This is an optimization exercise on Yosys and OpenROAD, whose aim is small area, not a production implementation.
The RTL was checked by simulation tests, not by an equivalence proof against the original design.
No activity file was given, so power comes from the tool's default toggle rates.

==> design/flow/design.v <==
package aurora_lane_pkg;
   localparam int unsigned MAX_LANES = 8;
   localparam int unsigned IDX_W     = 4;
   typedef enum logic [1:0] {
      ST_ACTIVE = 2'd0,
      ST_CHECK  = 2'd1,
      ST_BLANK  = 2'd2
   } lane_state_e;
   typedef logic [MAX_LANES-1:0][IDX_W-1:0] lane_vec_t;
   function automatic lane_vec_t identity_map(input int unsigned num_lanes);
      identity_map = '0;
      for (int unsigned i = 0; i < MAX_LANES; i++) begin
         if (i < num_lanes) identity_map[i] = IDX_W'(i);
      end
   endfunction
   function automatic logic map_is_perm(input lane_vec_t m, input int unsigned num_lanes);
      logic [MAX_LANES*IDX_W-1:0] f;
      f = m;
      map_is_perm = 1'b1;
      for (int i = 0; i < MAX_LANES; i++) begin
         if (i < num_lanes) begin
            if (32'(f[i*IDX_W +: IDX_W]) >= num_lanes) map_is_perm = 1'b0;
            for (int j = 0; j < MAX_LANES; j++) begin
               if ((j < i) && (f[j*IDX_W +: IDX_W] == f[i*IDX_W +: IDX_W])) map_is_perm = 1'b0;
            end
         end
      end
   endfunction
endpackage
module aurora_lane_xbar #(
   parameter int unsigned NUM_LANES = 4,
   parameter int unsigned DATA_W    = 64,
   parameter int unsigned SEL_W     = 2,
   parameter bit          INVERSE   = 1'b0
) (
   input  logic [NUM_LANES*SEL_W-1:0]  lane_map,
   input  logic [NUM_LANES-1:0]        invert,
   input  logic [NUM_LANES*DATA_W-1:0] in_data,
   input  logic [NUM_LANES-1:0]        in_valid,
   output logic [NUM_LANES*DATA_W-1:0] out_data,
   output logic [NUM_LANES-1:0]        out_valid
);
   logic [NUM_LANES-1:0][SEL_W-1:0]  sel;
   logic [NUM_LANES-1:0][DATA_W-1:0] din;
   logic [NUM_LANES-1:0][DATA_W-1:0] dout;
   assign sel      = lane_map;
   assign din      = in_data;
   assign out_data = dout;
   always_comb begin
      dout      = '0;
      out_valid = '0;
      for (int unsigned i = 0; i < NUM_LANES; i++) begin
         for (int unsigned j = 0; j < NUM_LANES; j++) begin
            if (sel[i] == SEL_W'(j)) begin
               if (!INVERSE) begin
                  dout[i]      = din[j] ^ {DATA_W{invert[i]}};
                  out_valid[i] = in_valid[j];
               end else begin
                  dout[j]      = din[i] ^ {DATA_W{invert[i]}};
                  out_valid[j] = in_valid[i];
               end
            end
         end
      end
   end
endmodule
module aurora_lane_mapper #(
   parameter int unsigned NUM_LANES    = 4,
   parameter int unsigned DATA_W       = 64,
   parameter int unsigned SEL_W        = $clog2(NUM_LANES),
   parameter int unsigned BLANK_CYCLES = 16
) (
   input  logic                        user_clk,
   input  logic                        reset,
   input  logic [NUM_LANES*SEL_W-1:0]  cfg_map,
   input  logic [NUM_LANES-1:0]        cfg_invert,
   input  logic                        cfg_valid,
   output logic                        cfg_ready,
   output logic                        cfg_err,
   output logic                        map_busy,
   output logic [NUM_LANES*SEL_W-1:0]  cur_map,
   input  logic [NUM_LANES*DATA_W-1:0] gt_rx_data,
   input  logic [NUM_LANES-1:0]        gt_rx_valid,
   output logic [NUM_LANES*DATA_W-1:0] au_rx_data,
   output logic [NUM_LANES-1:0]        au_rx_valid,
   input  logic [NUM_LANES*DATA_W-1:0] au_tx_data,
   input  logic [NUM_LANES-1:0]        au_tx_valid,
   output logic [NUM_LANES*DATA_W-1:0] gt_tx_data,
   output logic [NUM_LANES-1:0]        gt_tx_valid
);
   localparam int unsigned CNT_W = (BLANK_CYCLES > 1) ? $clog2(BLANK_CYCLES) : 1;
   localparam logic [CNT_W-1:0] CNT_LAST = CNT_W'(BLANK_CYCLES - 1);
   aurora_lane_pkg::lane_state_e state_q, state_d;
   logic [CNT_W-1:0] cnt_q;
   logic [NUM_LANES-1:0][SEL_W-1:0] ident_map;
   logic [NUM_LANES-1:0][SEL_W-1:0] shadow_map_q;
   logic [NUM_LANES-1:0][SEL_W-1:0] active_map_q;
   logic [NUM_LANES-1:0]            shadow_inv_q;
   logic [NUM_LANES-1:0]            active_inv_q;
   logic                            cfg_err_q;
   logic [aurora_lane_pkg::MAX_LANES*aurora_lane_pkg::IDX_W-1:0] shadow_vec;
   logic      map_ok;
   logic      accept;
   logic      blank_done;
   logic [NUM_LANES*DATA_W-1:0] rx_mapped_data, tx_mapped_data;
   logic [NUM_LANES-1:0]        rx_mapped_valid, tx_mapped_valid;
   for (genvar g = 0; g < NUM_LANES; g++) begin : g_ident
      assign ident_map[g] = SEL_W'(g);
   end
   assign accept     = (state_q == aurora_lane_pkg::ST_ACTIVE) && cfg_valid;
   assign blank_done = (state_q == aurora_lane_pkg::ST_BLANK) && (cnt_q == CNT_LAST);
   assign cur_map    = active_map_q;
   assign cfg_err    = cfg_err_q;
   always_comb begin
      shadow_vec = '0;
      for (int unsigned i = 0; i < NUM_LANES; i++) begin
         shadow_vec[i*aurora_lane_pkg::IDX_W +: aurora_lane_pkg::IDX_W] =
            {{(aurora_lane_pkg::IDX_W-SEL_W){1'b0}}, shadow_map_q[i]};
      end
      map_ok = aurora_lane_pkg::map_is_perm(shadow_vec, NUM_LANES);
   end
   always_ff @(posedge user_clk or posedge reset) begin
      if (reset) state_q <= aurora_lane_pkg::ST_ACTIVE;
      else       state_q <= state_d;
   end
   always_comb begin
      state_d   = state_q;
      cfg_ready = 1'b0;
      map_busy  = 1'b0;
      case (state_q)
         aurora_lane_pkg::ST_ACTIVE: begin
            cfg_ready = 1'b1;
            if (cfg_valid) state_d = aurora_lane_pkg::ST_CHECK;
         end
         aurora_lane_pkg::ST_CHECK: begin
            map_busy = 1'b1;
            state_d  = map_ok ? aurora_lane_pkg::ST_BLANK : aurora_lane_pkg::ST_ACTIVE;
         end
         aurora_lane_pkg::ST_BLANK: begin
            map_busy = 1'b1;
            if (cnt_q == CNT_LAST) state_d = aurora_lane_pkg::ST_ACTIVE;
         end
         default: state_d = aurora_lane_pkg::ST_ACTIVE;
      endcase
   end
   always_ff @(posedge user_clk or posedge reset) begin
      if (reset) begin
         cnt_q        <= '0;
         shadow_map_q <= ident_map;
         shadow_inv_q <= '0;
         active_map_q <= ident_map;
         active_inv_q <= '0;
         cfg_err_q    <= 1'b0;
      end else begin
         cfg_err_q <= (state_q == aurora_lane_pkg::ST_CHECK) && !map_ok;
         cnt_q     <= ((state_q == aurora_lane_pkg::ST_BLANK) && !blank_done) ? cnt_q + 1'b1 : '0;
         if (accept) begin
            shadow_map_q <= cfg_map;
            shadow_inv_q <= cfg_invert;
         end
         if (blank_done) begin
            active_map_q <= shadow_map_q;
            active_inv_q <= shadow_inv_q;
         end
      end
   end
   aurora_lane_xbar #(
      .NUM_LANES (NUM_LANES),
      .DATA_W    (DATA_W),
      .SEL_W     (SEL_W),
      .INVERSE   (1'b0)
   ) u_rx_xbar (
      .lane_map  (active_map_q),
      .invert    (active_inv_q),
      .in_data   (gt_rx_data),
      .in_valid  (gt_rx_valid),
      .out_data  (rx_mapped_data),
      .out_valid (rx_mapped_valid)
   );
   aurora_lane_xbar #(
      .NUM_LANES (NUM_LANES),
      .DATA_W    (DATA_W),
      .SEL_W     (SEL_W),
      .INVERSE   (1'b1)
   ) u_tx_xbar (
      .lane_map  (active_map_q),
      .invert    (active_inv_q),
      .in_data   (au_tx_data),
      .in_valid  (au_tx_valid),
      .out_data  (tx_mapped_data),
      .out_valid (tx_mapped_valid)
   );
   always_ff @(posedge user_clk or posedge reset) begin
      if (reset) begin
         au_rx_data  <= '0;
         au_rx_valid <= '0;
         gt_tx_data  <= '0;
         gt_tx_valid <= '0;
      end else if (state_q == aurora_lane_pkg::ST_BLANK) begin
         au_rx_data  <= '0;
         au_rx_valid <= '0;
         gt_tx_data  <= '0;
         gt_tx_valid <= '0;
      end else begin
         au_rx_data  <= rx_mapped_data;
         au_rx_valid <= rx_mapped_valid;
         gt_tx_data  <= tx_mapped_data;
         gt_tx_valid <= tx_mapped_valid;
      end
   end
endmodule
==> design/flow/run.sh <==
#!/bin/bash
# synth_recipe.tcl (not shown) runs the flow's synth.tcl, then flattens the netlist and writes it again
# the make line also repeats each setting of config.mk as NAME=value (left out here)
make -C /OpenROAD-flow-scripts/flow DESIGN_CONFIG=/design/flow/config.mk WORK_HOME=/design/flow/orfs CLKGATE_MAP_FILE= SYNTH_SCRIPT=/design/flow/synth_recipe.tcl finish
==> design/flow/config.mk <==
export PLATFORM = sky130hd
export DESIGN_NAME = aurora_lane_mapper
export DESIGN_NICKNAME = aurora_lane_mapper
export VERILOG_FILES = /design/flow/design.v
export SDC_FILE = /design/flow/constraint.sdc
export NUM_CORES = 4
export LEC_CHECK = 0
export CAP_MARGIN = 20
export CORE_AREA = 5 5 395 395
export DIE_AREA = 0 0 400 400
export SLEW_MARGIN = 20
==> design/flow/constraint.sdc <==
create_clock -name core_clock -period 4.0 [get_ports {user_clk}]
set_input_delay 0.8000 -clock core_clock [delete_from_list [all_inputs] [get_ports {user_clk}]]
set_output_delay 0.8000 -clock core_clock [all_outputs]
set_load 0.01 [all_outputs]
==> run summary <==
## power by group
| group | total (mW) | internal, mW | switching, mW |
|---|---|---|---|
| Combinational | 4.21 | 2.28 | 1.93 |
| Clock | 6.86 | 3.93 | 2.93 |
| Sequential | 6.83 | 6.33 | 0.491 |
## cells in the mapped netlist, types with 8 or more instances
cell type  instances  area, µm²
a221oi_1         256       2240
nor2_1           262        983
dfrtp_1          543      13600
buf_6              8       90.1
dfstp_2            8        210
buf_4             61        458
xnor2_1          256       2240
nor3_1           258       1290
o22ai_1          259       1620
mux2_2            24        270
mux4_2           260       5860
xor2_1           270       2360
buf_1             10       37.5
nand2_1            9       33.8
buf_2            130        651
clkbuf_1         106        398
## worst max-delay path, cell delays in order, from the launching register on
cell             delay [ns]
dfstp_4                0.71
buf_12                 0.33
clkdlybuf4s50_1        0.66
## flip-flops by register name, indices dropped and copies added (netlist names)
| name | cells |
|---|---|
| state_q | 2 |
| shadow_map_q | 8 |
| shadow_inv_q | 4 |
| active_inv_q | 4 |
| au_rx_valid | 4 |
| cnt_q | 4 |
| gt_tx_data | 256 |
| active_map_q | 8 |
| gt_tx_valid | 4 |
| au_rx_data | 256 |
| cfg_err_q | 1 |
## worst min-delay path by stage
stage / to / depth (start not counted) / startpoint / slack (ns)
global route: cnt_q[0] / 1 / cnt_q[0] / 0.51
finish: cnt_q[0] / 1 / cnt_q[0] / 0.47
CTS: cnt_q[0] / 1 / cnt_q[0] / 0.47
floorplan: cnt_q[0] / 1 / cnt_q[0] / 0.43
global placement: cnt_q[0] / 1 / cnt_q[0] / 0.45
detailed placement: cnt_q[0] / 1 / cnt_q[0] / 0.46
## kinds of logic (layout without fill, tap and decap cells)
logic type / after synthesis / count (layout) / share of synthesized area (%)
simple gates: 565 / 565 / 7.87
compound gates: 533 / 533 / 12.2
buf+inv: 318 / 1300 / 5.02
fa+ha+maj: 4 / 4 / 0.153
xor+xnor: 526 / 526 / 14.0
flops: 551 / 551 / 42.1
mux: 284 / 284 / 18.7
other cells: 0 / 41 / 0
## cells in the final DEF, fill, tap and decap left out, types with 3 or more instances in the layout
master           Yosys  final
clkdlybuf4s50_1      0   1065
nor3_1             258    258
nor2_1             262    262
nand3_1              3      3
clkbuf_16            0     73
dfstp_2              8      4
dfrtp_1            543    535
xnor2_1            256    256
a21o_1               3      3
clkbuf_8             0      9
clkinv_16            0      5
clkbuf_1           106     16
ha_1                 4      3
mux4_2             260    260
nand2_4              0      7
a21oi_1              7      7
xor2_1             270    269
clkinv_2             0     10
buf_12               0     30
clkinvlp_4           0      3
dfstp_4              0      4
nand2b_1             5      3
dfrtp_4              0      8
bufinv_16            0      5
mux2_2              24     24
inv_6                0      7
o22ai_1            259    259
nand2_1              9      5
a221oi_1           256    256
nor2b_1              7      7
buf_4               61     72
diode_2              0     41
## layer usage
| metal | up-vias | GRT usage (%) | wire length (µm) |
|---|---|---|---|
| met2 | 2194 | 37.8 | 92700 |
| met4 | 26 | 10.5 | 9890 |
| met5 | - | 0 | 180 |
| met3 | 434 | 6.44 | 18900 |
| met1 | 15600 | 27.5 | 69600 |
| li1 | 12500 | - | - |
## final cells by class
cell class	instances	area, µm²	area share, %
Antenna cell	41	103	0.213
Clock buffer	98	2010	4.17
Clock inverter	32	463	0.959
Inverter	3	15.0	0.0311
Multi-Input combinational cell	1912	17500	36.2
Sequential cell	551	13800	28.7
Tap cell	2030	2540	5.26
Timing Repair Buffer	1167	11800	24.5
## metrics by stage
step	total power, mW	util (%)	std cells
3_5_place_dp	11.1	30.1	5663
3_3_place_gp	11.1	30.1	5663
4_1_cts	18.1	31.8	5793
2_1_floorplan	8.21	-	2781
5_1_grt	18.6	31.8	5821
6_report	17.9	31.8	5834
==> run summary <==
Final setup violation count=0; worst r2r src=active_map_q[5]; initial antenna violation count=86; cts repair resizes=0; Cell Area, Synth=32800 µm²; final worst-path cycle share=82.4%; WP data arrival=2.50 ns; Bufs on Longest Clock Path=3; Synth Register Bits=551; largest net degree at the start of global routing=145; average wire per standard cell=32.8 µm; crit path launch=active_map_q[7]; global-route wire length before repair=258 mm; placer congestion estimate=0.932; Worst slew margin=23.5%; Hold Slack=0.474 ns; Peak VDD IR=0.253 mV; share of cells above drive strength 1=14.3%; Num CTS Buffers=72; reg2reg setup slack=1.04 ns; Mapped Cells=2781; MaxCap Viol Count=0; Finished Cell Area=48300 µm²; Placeable Area=152000 µm²; reg2reg path depth=5; Clock Latency Late Sink=0.68 ns; Netlist cell types=42; Pleak=18.4 nW; Die Width=400 µm; yosys warns=3; Final ANT Viol Nets=0; die area=160000 µm²; total grt overflow=0; Root Driver=clkbuf_16; Worst setup EP type=primary output; Worst-path clk slew=0.06 ns; Post-DP Area=45700 µm²; io pins=1066; final worst setup slack=0.703 ns; vias in the first global route=30200; Worst Clk Skew=0.0488 ns; Synth async-reset ratio=100%; Tot GR Track Use=22.8%; drt pass-1 iters=6; I/O Buffers=1065; worst-path maximum fanout=67; capturing point of the worst reg2reg path=gt_tx_data[121]; HP Class=flop to flop; area growth from synthesis to layout=47.1%; pwr dens=371 nW/µm²; Starting Density=21.6%; Setup Crit Path Kind=flop to primary output; status=finished clean; CTS tree=done; vias per cell=5.26; Most used DFF post-synth=dfrtp_1; via count=30700; initial DRC count=3648; Routed WL=191 mm; dpl hpwl=143 mm; clk sinks=551; worst path required time=3.20 ns; Slew @ Worst Pin=1.15 ns; Total Nets Final=4246; number of remaining DRC errors=0; CTS Hold Bufs=0; Die Height=400 µm; RSZ-0062 raised after global routing=no; FILL cells=15400; Post-Syn Nets=3320; startpoint class of the critical path=flop; post-CTS setup buffers=0; final hold viol count=0; f_max=0.303 GHz; synthesized area per cell=11.8 µm²; H-tree levels=3; total negative slack=0 ns; number of placement rows=143; post-synthesis sequential area ratio=42.1%; Period minus WS final=3.30 ns; Setup crit end=cur_map[7]; number of synthesized flops with an enable pin=0; Slew Limit Fails=0; Placement Setup Slack=0.953 ns

-- static timing again, ports no longer ideal --
The results above use ideal ports. As a check the final layout listed here was re-extracted and re-timed, cells and wires unchanged. Step 1 sets driving cells, clkbuf_16 on the clock port and buf_2 on the other inputs (assumed; they add their load-dependent delay and slew). Step 2 moves the port delays by t, midway between the first and last clock arrival at a register: inputs arrive t later, outputs are due t later. That takes back most of the time a late clock gives input paths. a / b / c = no drivers / after step 1 / after step 2; a / b = the first two.
t, ns: 0.720
setup WS [ns]: 0.703 / 0.638 / 1.012
worst hold slack (ns): 0.474 / 0.474 / 0.474
latest minus earliest clock arrival (ns): 0.054 / 0.055
After both steps this run still meets setup and hold. For this run, drivers alone change the setup slack by -0.065 ns; drivers and shift together by +0.309 ns.
